This is an optimization exercise on Yosys and OpenROAD, whose aim is small area, a short achievable clock period and few clock cycles per item, not a production implementation. At most, simulation tests tie the RTL to the original design; equivalence was not proved. No driver is modelled on the clock port, so clock power and skew are understated where the tree is cut down; a real chip needs a root buffer or a tree. No activity file was given, so power comes from the tool's default toggle rates.

job 6359:
==> flow/design.v (excerpt) <==
module axil_reg_slave #(
    parameter int ADDR_WIDTH = 6,
    parameter int DATA_WIDTH = 32
) (
    input  wire                                            ACLK,
    input  wire                                            ARESET,
    input  logic [ADDR_WIDTH-1:0]                          AWADDR,
    input  logic                                           AWVALID,
    output logic                                           AWREADY,
    input  logic [DATA_WIDTH-1:0]                          WDATA,
    input  logic [DATA_WIDTH/reg_bank_pkg::BYTE_BITS-1:0]  WSTRB,
    input  logic                                           WVALID,
    output logic                                           WREADY,
    output logic [1:0]                                     BRESP,
    output logic                                           BVALID,
    input  logic                                           BREADY,
    input  logic [ADDR_WIDTH-1:0]                          ARADDR,
    input  logic                                           ARVALID,
    output logic                                           ARREADY,
    output logic [DATA_WIDTH-1:0]                          RDATA,
    output logic [1:0]                                     RRESP,
    output logic                                           RVALID,
    input  logic                                           RREADY
);
Size: ~1200 cells after synthesis, roughly 590 flip-flops, about 0.021 sq mm of cells after synthesis.
make LEC_CHECK=0 CAP_MARGIN=20 CORE_MARGIN=2 CORE_UTILIZATION=40 CTS_BUF_LIST='sky130_fd_sc_hd__clkbuf_4 sky130_fd_sc_hd__clkbuf_8' SETUP_SLACK_MARGIN=2.2 SLEW_MARGIN=20 finish   # period 4.0 ns
run.sh (not shown) runs the stock make flow with config.mk's settings and CLKGATE_MAP_FILE= SYNTH_SCRIPT=/design/flow/synth_recipe.tcl, a recipe that flattens the netlist after the stock synthesis.
Per the final summary, job 6359 finished and its layout is clean on timing, DRC and antenna.
Modified inputs, job 1849 compared to job 6359
# job 6359
export LEC_CHECK = 0
export CAP_MARGIN = 20
export CORE_MARGIN = 2
export CORE_UTILIZATION = 40
export CTS_BUF_LIST = sky130_fd_sc_hd__clkbuf_4 sky130_fd_sc_hd__clkbuf_8
export SETUP_SLACK_MARGIN = 2.2
export SLEW_MARGIN = 20
create_clock -name core_clock -period 4.0 [get_ports {ACLK}]
# job 1849
export LEC_CHECK = 0
export CAP_MARGIN = 20
export CORE_MARGIN = 2
export CORE_UTILIZATION = 75
export CTS_CLUSTER_DIAMETER = 150
export CTS_CLUSTER_SIZE = 30
export SETUP_SLACK_MARGIN = 2.2
export SLEW_MARGIN = 20
create_clock -name core_clock -period 4.0 [get_ports {ACLK}]
==> flow/flow/run.sh (new file) <==
#!/bin/bash
# Standard layout with the ports buffered by plain buffers instead of the
# delay cell buffer_ports picks by default.
set -euo pipefail
cp config.mk own_config.mk
cat flow/extra.mk >> own_config.mk
sed 's#DESIGN_CONFIG=\([^ ]*\)/config\.mk#DESIGN_CONFIG=\1/own_config.mk#' standard.sh > own_standard.sh
grep -q own_config.mk own_standard.sh
bash own_standard.sh > standard.log 2>&1
==> flow/flow/extra.mk (new file) <==
export BUFFER_PORTS_ARGS = -buffer_cell sky130_fd_sc_hd__buf_2
==> flow/standard.sh (new file) <==
#!/bin/bash
# synth_recipe.tcl (not shown) runs the flow's synth.tcl, then flattens the netlist and writes it again
# the make line also repeats each setting of config.mk as NAME=value (left out here)
make -C /OpenROAD-flow-scripts/flow DESIGN_CONFIG=/design/flow/config.mk WORK_HOME=/design/flow/orfs CLKGATE_MAP_FILE= SYNTH_SCRIPT=/design/flow/synth_recipe.tcl "${@:-finish}"
removed: flow/run.sh
## What came out
- Compared with job 6359, in job 1849 utilization went up; flip-flop and latch count did not really move.
- Detailed route, job 1849 vs job 6359: via total higher for job 1849
- Job 1849 has final worst-path cycle share below what job 6359 had.
Setup changes, job 1849 to job 9421
# job 1849
export LEC_CHECK = 0
export CAP_MARGIN = 20
export CORE_MARGIN = 2
export CORE_UTILIZATION = 75
export CTS_CLUSTER_DIAMETER = 150
export CTS_CLUSTER_SIZE = 30
export SETUP_SLACK_MARGIN = 2.2
export SLEW_MARGIN = 20
create_clock -name core_clock -period 4.0 [get_ports {ACLK}]
# job 9421
export LEC_CHECK = 0
export CAP_MARGIN = 20
export CORE_MARGIN = 2
export CORE_UTILIZATION = 40
export SETUP_SLACK_MARGIN = 2.6
export SLEW_MARGIN = 20
create_clock -name core_clock -period 4.0 [get_ports {ACLK}]
==> flow/run.sh (new file) <==
#!/bin/bash
# synth_recipe.tcl (not shown) runs the flow's synth.tcl, then flattens the netlist and writes it again
# the make line also repeats each setting of config.mk as NAME=value (left out here)
make -C /OpenROAD-flow-scripts/flow DESIGN_CONFIG=/design/flow/config.mk WORK_HOME=/design/flow/orfs CLKGATE_MAP_FILE= SYNTH_SCRIPT=/design/flow/synth_recipe.tcl finish
removed: flow/flow/run.sh
removed: flow/flow/extra.mk
removed: flow/standard.sh
==> notes.md <==
- Job 1849 ended up with RDATA[10] as its capture point of the worst path; job 9421 ended up with RDATA[5].
- Job 9421 has completed all stages; timing, DRC and antenna checks passed.
- The count of non-CTS buffers in the layout in job 9421 was higher than what job 1849 gave.
- What job 1849 reported for post-cts sizing count has to be multiplied by 6.3 to get the figure for job 9421.
- Count of maximum capacitance violations: job 9421 vs job 1849 — no meaningful difference
- ~same layout sequential cell count in job 1849 and job 9421
No run of this note included a check of the RTL's function; only the layout flow was run.

Another version of the RTL of axil_reg_slave (not shown whole).
Size: roughly 96 I/O pins, about 22000 um^2 of cells after synthesis.
Design axil_reg_slave, start of the top module:
module axil_reg_slave #(
    parameter int ADDR_WIDTH = 6,
    parameter int DATA_WIDTH = 32
) (
    input  wire                                            ACLK,
    input  wire                                            ARESET,
    input  logic [ADDR_WIDTH-1:0]                          AWADDR,
    input  logic                                           AWVALID,
    output logic                                           AWREADY,
    input  logic [DATA_WIDTH-1:0]                          WDATA,
    input  logic [DATA_WIDTH/reg_bank_pkg::BYTE_BITS-1:0]  WSTRB,
    input  logic                                           WVALID,
    output logic                                           WREADY,
    output logic [1:0]                                     BRESP,
    output logic                                           BVALID,
    input  logic                                           BREADY,
    input  logic [ADDR_WIDTH-1:0]                          ARADDR,
    input  logic                                           ARVALID,
    output logic                                           ARREADY,
    output logic [DATA_WIDTH-1:0]                          RDATA,
    output logic [1:0]                                     RRESP,
    output logic                                           RVALID,
    input  logic                                           RREADY
);
export LEC_CHECK = 0
export CAP_MARGIN = 20
export CORE_MARGIN = 2
export CORE_UTILIZATION = 40
export CTS_CLUSTER_DIAMETER = 150
export CTS_CLUSTER_SIZE = 30
export SETUP_SLACK_MARGIN = 2.1
export SLEW_MARGIN = 20
create_clock -name core_clock -period 4.0 [get_ports {ACLK}]
standard.sh (not shown) runs the stock make flow with config.mk's settings and CLKGATE_MAP_FILE= SYNTH_SCRIPT=/design/flow/synth_recipe.tcl, a recipe that flattens the netlist after the stock synthesis.
==> flow/flow/run.sh <==
#!/bin/bash
# Standard layout with the ports buffered by plain buffers instead of the
# delay cell buffer_ports picks by default.
set -euo pipefail
cp config.mk own_config.mk
cat flow/extra.mk >> own_config.mk
sed 's#DESIGN_CONFIG=\([^ ]*\)/config\.mk#DESIGN_CONFIG=\1/own_config.mk#' standard.sh > own_standard.sh
grep -q own_config.mk own_standard.sh
bash own_standard.sh > standard.log 2>&1
==> flow/flow/extra.mk <==
export BUFFER_PORTS_ARGS = -buffer_cell sky130_fd_sc_hd__buf_2
export CTS_ARGS = -sink_clustering_enable -repair_clock_nets -sink_clustering_size 30 -sink_clustering_max_diameter 150 -dont_use_dummy_load
The baseline ran to the end with no violations.
Testbench counts at the start, summed over its fixed seeds: cycles 3,216, items 6,400.
Rerun with:
==> flow/run.sh (new file) <==
#!/bin/bash
# synth_recipe.tcl (not shown) runs the flow's synth.tcl, then flattens the netlist and writes it again
# the make line also repeats each setting of config.mk as NAME=value (left out here)
make -C /OpenROAD-flow-scripts/flow DESIGN_CONFIG=/design/flow/config.mk WORK_HOME=/design/flow/orfs CLKGATE_MAP_FILE= SYNTH_SCRIPT=/design/flow/synth_recipe.tcl finish
removed: flow/flow/run.sh
removed: flow/flow/extra.mk
removed: flow/standard.sh
The new run finished with timing, DRC and antenna clean.
Register-to-register slack hardly moves.
Via count goes up by 0.75%.
Final cell count goes up by 2.4%.
Total power goes up by 2.1%.
Worst setup slack improves by 5.3 ps.
Sequential power stays flat.
Die area is unchanged.
Design area goes up by 2.4%.
Rerun with:
==> flow/flow/run.sh (new file) <==
#!/bin/bash
# Standard layout with three changes: the ports are buffered by plain buffers
# instead of the delay cell buffer_ports picks by default, CTS adds no dummy
# loads, and the clock tree's root buffer is dropped after CTS (pre_cts.tcl).
set -euo pipefail
cp config.mk own_config.mk
cat flow/extra.mk >> own_config.mk
echo "export PRE_CTS_TCL = $(pwd)/flow/pre_cts.tcl" >> own_config.mk
echo "export FLOW_CLOCK_PORT = ACLK" >> own_config.mk
sed 's#DESIGN_CONFIG=\([^ ]*\)/config\.mk#DESIGN_CONFIG=\1/own_config.mk#' standard.sh > own_standard.sh
grep -q own_config.mk own_standard.sh
bash own_standard.sh > standard.log 2>&1
==> flow/flow/extra.mk (new file) <==
export BUFFER_PORTS_ARGS = -buffer_cell sky130_fd_sc_hd__buf_2
export CTS_ARGS = -sink_clustering_enable -repair_clock_nets -sink_clustering_size 30 -sink_clustering_max_diameter 150 -dont_use_dummy_load
==> flow/flow/pre_cts.tcl (new file) <==
proc drop_clock_root {} {
  set block [ord::get_db_block]
  set clk [$block findNet $::env(FLOW_CLOCK_PORT)]
  set roots {}
  foreach it [$clk getITerms] { if {[$it isInputSignal]} { lappend roots [$it getInst] } }
  if {[llength $roots] != 1} { puts "drop_clock_root: [llength $roots] roots, left as is"; return }
  set root [lindex $roots 0]
  set rootnet ""
  foreach it [$root getITerms] { if {[$it isOutputSignal]} { set rootnet [$it getNet] } }
  set loads {}
  foreach it [$rootnet getITerms] { if {[$it isInputSignal]} { lappend loads $it } }
  if {[llength $loads] > 4 || [llength [$rootnet getBTerms]] > 0} { puts "drop_clock_root: [llength $loads] loads, left as is"; return }
  foreach it $loads {
    if {![string match "*clkbuf*" [[[$it getInst] getMaster] getName]]} { puts "drop_clock_root: root drives a non-buffer, left as is"; return }
  }
  foreach it $loads { $it disconnect; $it connect $clk }
  puts "drop_clock_root: removed [$root getName], [llength $loads] buffers now on the clock port"
  odb::dbInst_destroy $root
  odb::dbNet_destroy $rootnet
}

rename clock_tree_synthesis orig_clock_tree_synthesis
proc clock_tree_synthesis {args} {
  orig_clock_tree_synthesis {*}$args
  drop_clock_root
}
==> flow/standard.sh (new file) <==
#!/bin/bash
# synth_recipe.tcl (not shown) runs the flow's synth.tcl, then flattens the netlist and writes it again
# the make line also repeats each setting of config.mk as NAME=value (left out here)
make -C /OpenROAD-flow-scripts/flow DESIGN_CONFIG=/design/flow/config.mk WORK_HOME=/design/flow/orfs CLKGATE_MAP_FILE= SYNTH_SCRIPT=/design/flow/synth_recipe.tcl "${@:-finish}"
--- a/flow/config.mk
+++ b/flow/config.mk
@@ -8,7 +8,7 @@
 export CAP_MARGIN = 20
 export CORE_MARGIN = 2
-export CORE_UTILIZATION = 40
+export CORE_UTILIZATION = 55
 export CTS_CLUSTER_DIAMETER = 150
 export CTS_CLUSTER_SIZE = 30
-export SETUP_SLACK_MARGIN = 2.1
+export SETUP_SLACK_MARGIN = 2.2
 export SLEW_MARGIN = 20
removed: flow/run.sh
After rerunning:
- The changed run finished with timing, DRC and antenna clean
- wire length came out lower slightly
- first-iteration DRC count came out lower by roughly a tenth
- worst hold slack improves by 6.6 ps
- fmax came out higher by a few percent
- clock skew came out higher by 36 ps
Rerun with:
--- a/flow/config.mk
+++ b/flow/config.mk
@@ -8,5 +8,5 @@
 export CAP_MARGIN = 20
 export CORE_MARGIN = 2
-export CORE_UTILIZATION = 55
+export CORE_UTILIZATION = 40
 export CTS_CLUSTER_DIAMETER = 150
 export CTS_CLUSTER_SIZE = 30
Effect: Clock skew hardly moves; non-clock buffer count rose by 6; core utilization is lower by 16 points; sequential cell count stays the same; clock-buffer cell count does not change; via count went up by 0.49%; setup slack loses 6.4 ps; global-route usage shrinks by 6.4 points.

==> separate check: timing with driven ports <==
How much do the figures lean on ideal ports? The routed layouts below were timed once more, with nothing changed but the port constraints.
Step 1, drivers: a clkbuf_16 drives ACLK and a buf_2 each remaining input, both assumed.
Step 2 also shifts input and output timing later by t, the mid clock arrival at the registers, as if the neighbouring blocks saw the same clock.
a / b / c = no drivers / after step 1 / after step 2; a / b = the first two.
| run | t (ns) | slack for setup (ns) | hold WS [ns] | pins driven straight from the clock port |
|---|---|---|---|---|
| job 6359 | 0.718 | 2.001 / 1.951 / 1.476 | 0.530 / 0.530 / 0.530 | 1 |
| job 1849 | 0.621 | 2.008 / 1.954 / 1.515 | 0.408 / 0.375 / 0.527 | 1 |
| job 9421 | 0.659 | 2.027 / 1.970 / 1.770 | 0.516 / 0.516 / 0.516 | 1 |
| the first run of note 2 | 0.616 | 2.089 / 2.031 / 1.706 | 0.400 / 0.366 / 0.479 | 1 |
| the second run of note 2 | 0.629 | 2.095 / 2.037 / 1.491 | 0.477 / 0.477 / 0.477 | 1 |
| the third run of note 2 | 0.478 | 2.208 / 2.133 / 1.787 | 0.484 / 0.484 / 0.484 | 2 |
| the fourth run of note 2 | 0.480 | 2.202 / 2.182 / 1.851 | 0.477 / 0.477 / 0.477 | 2 |
After both steps setup and hold are still met in every run listed. For the second run of note 2, which loses most, drivers alone change the setup slack by -0.058 ns; drivers and shift together by -0.604 ns.
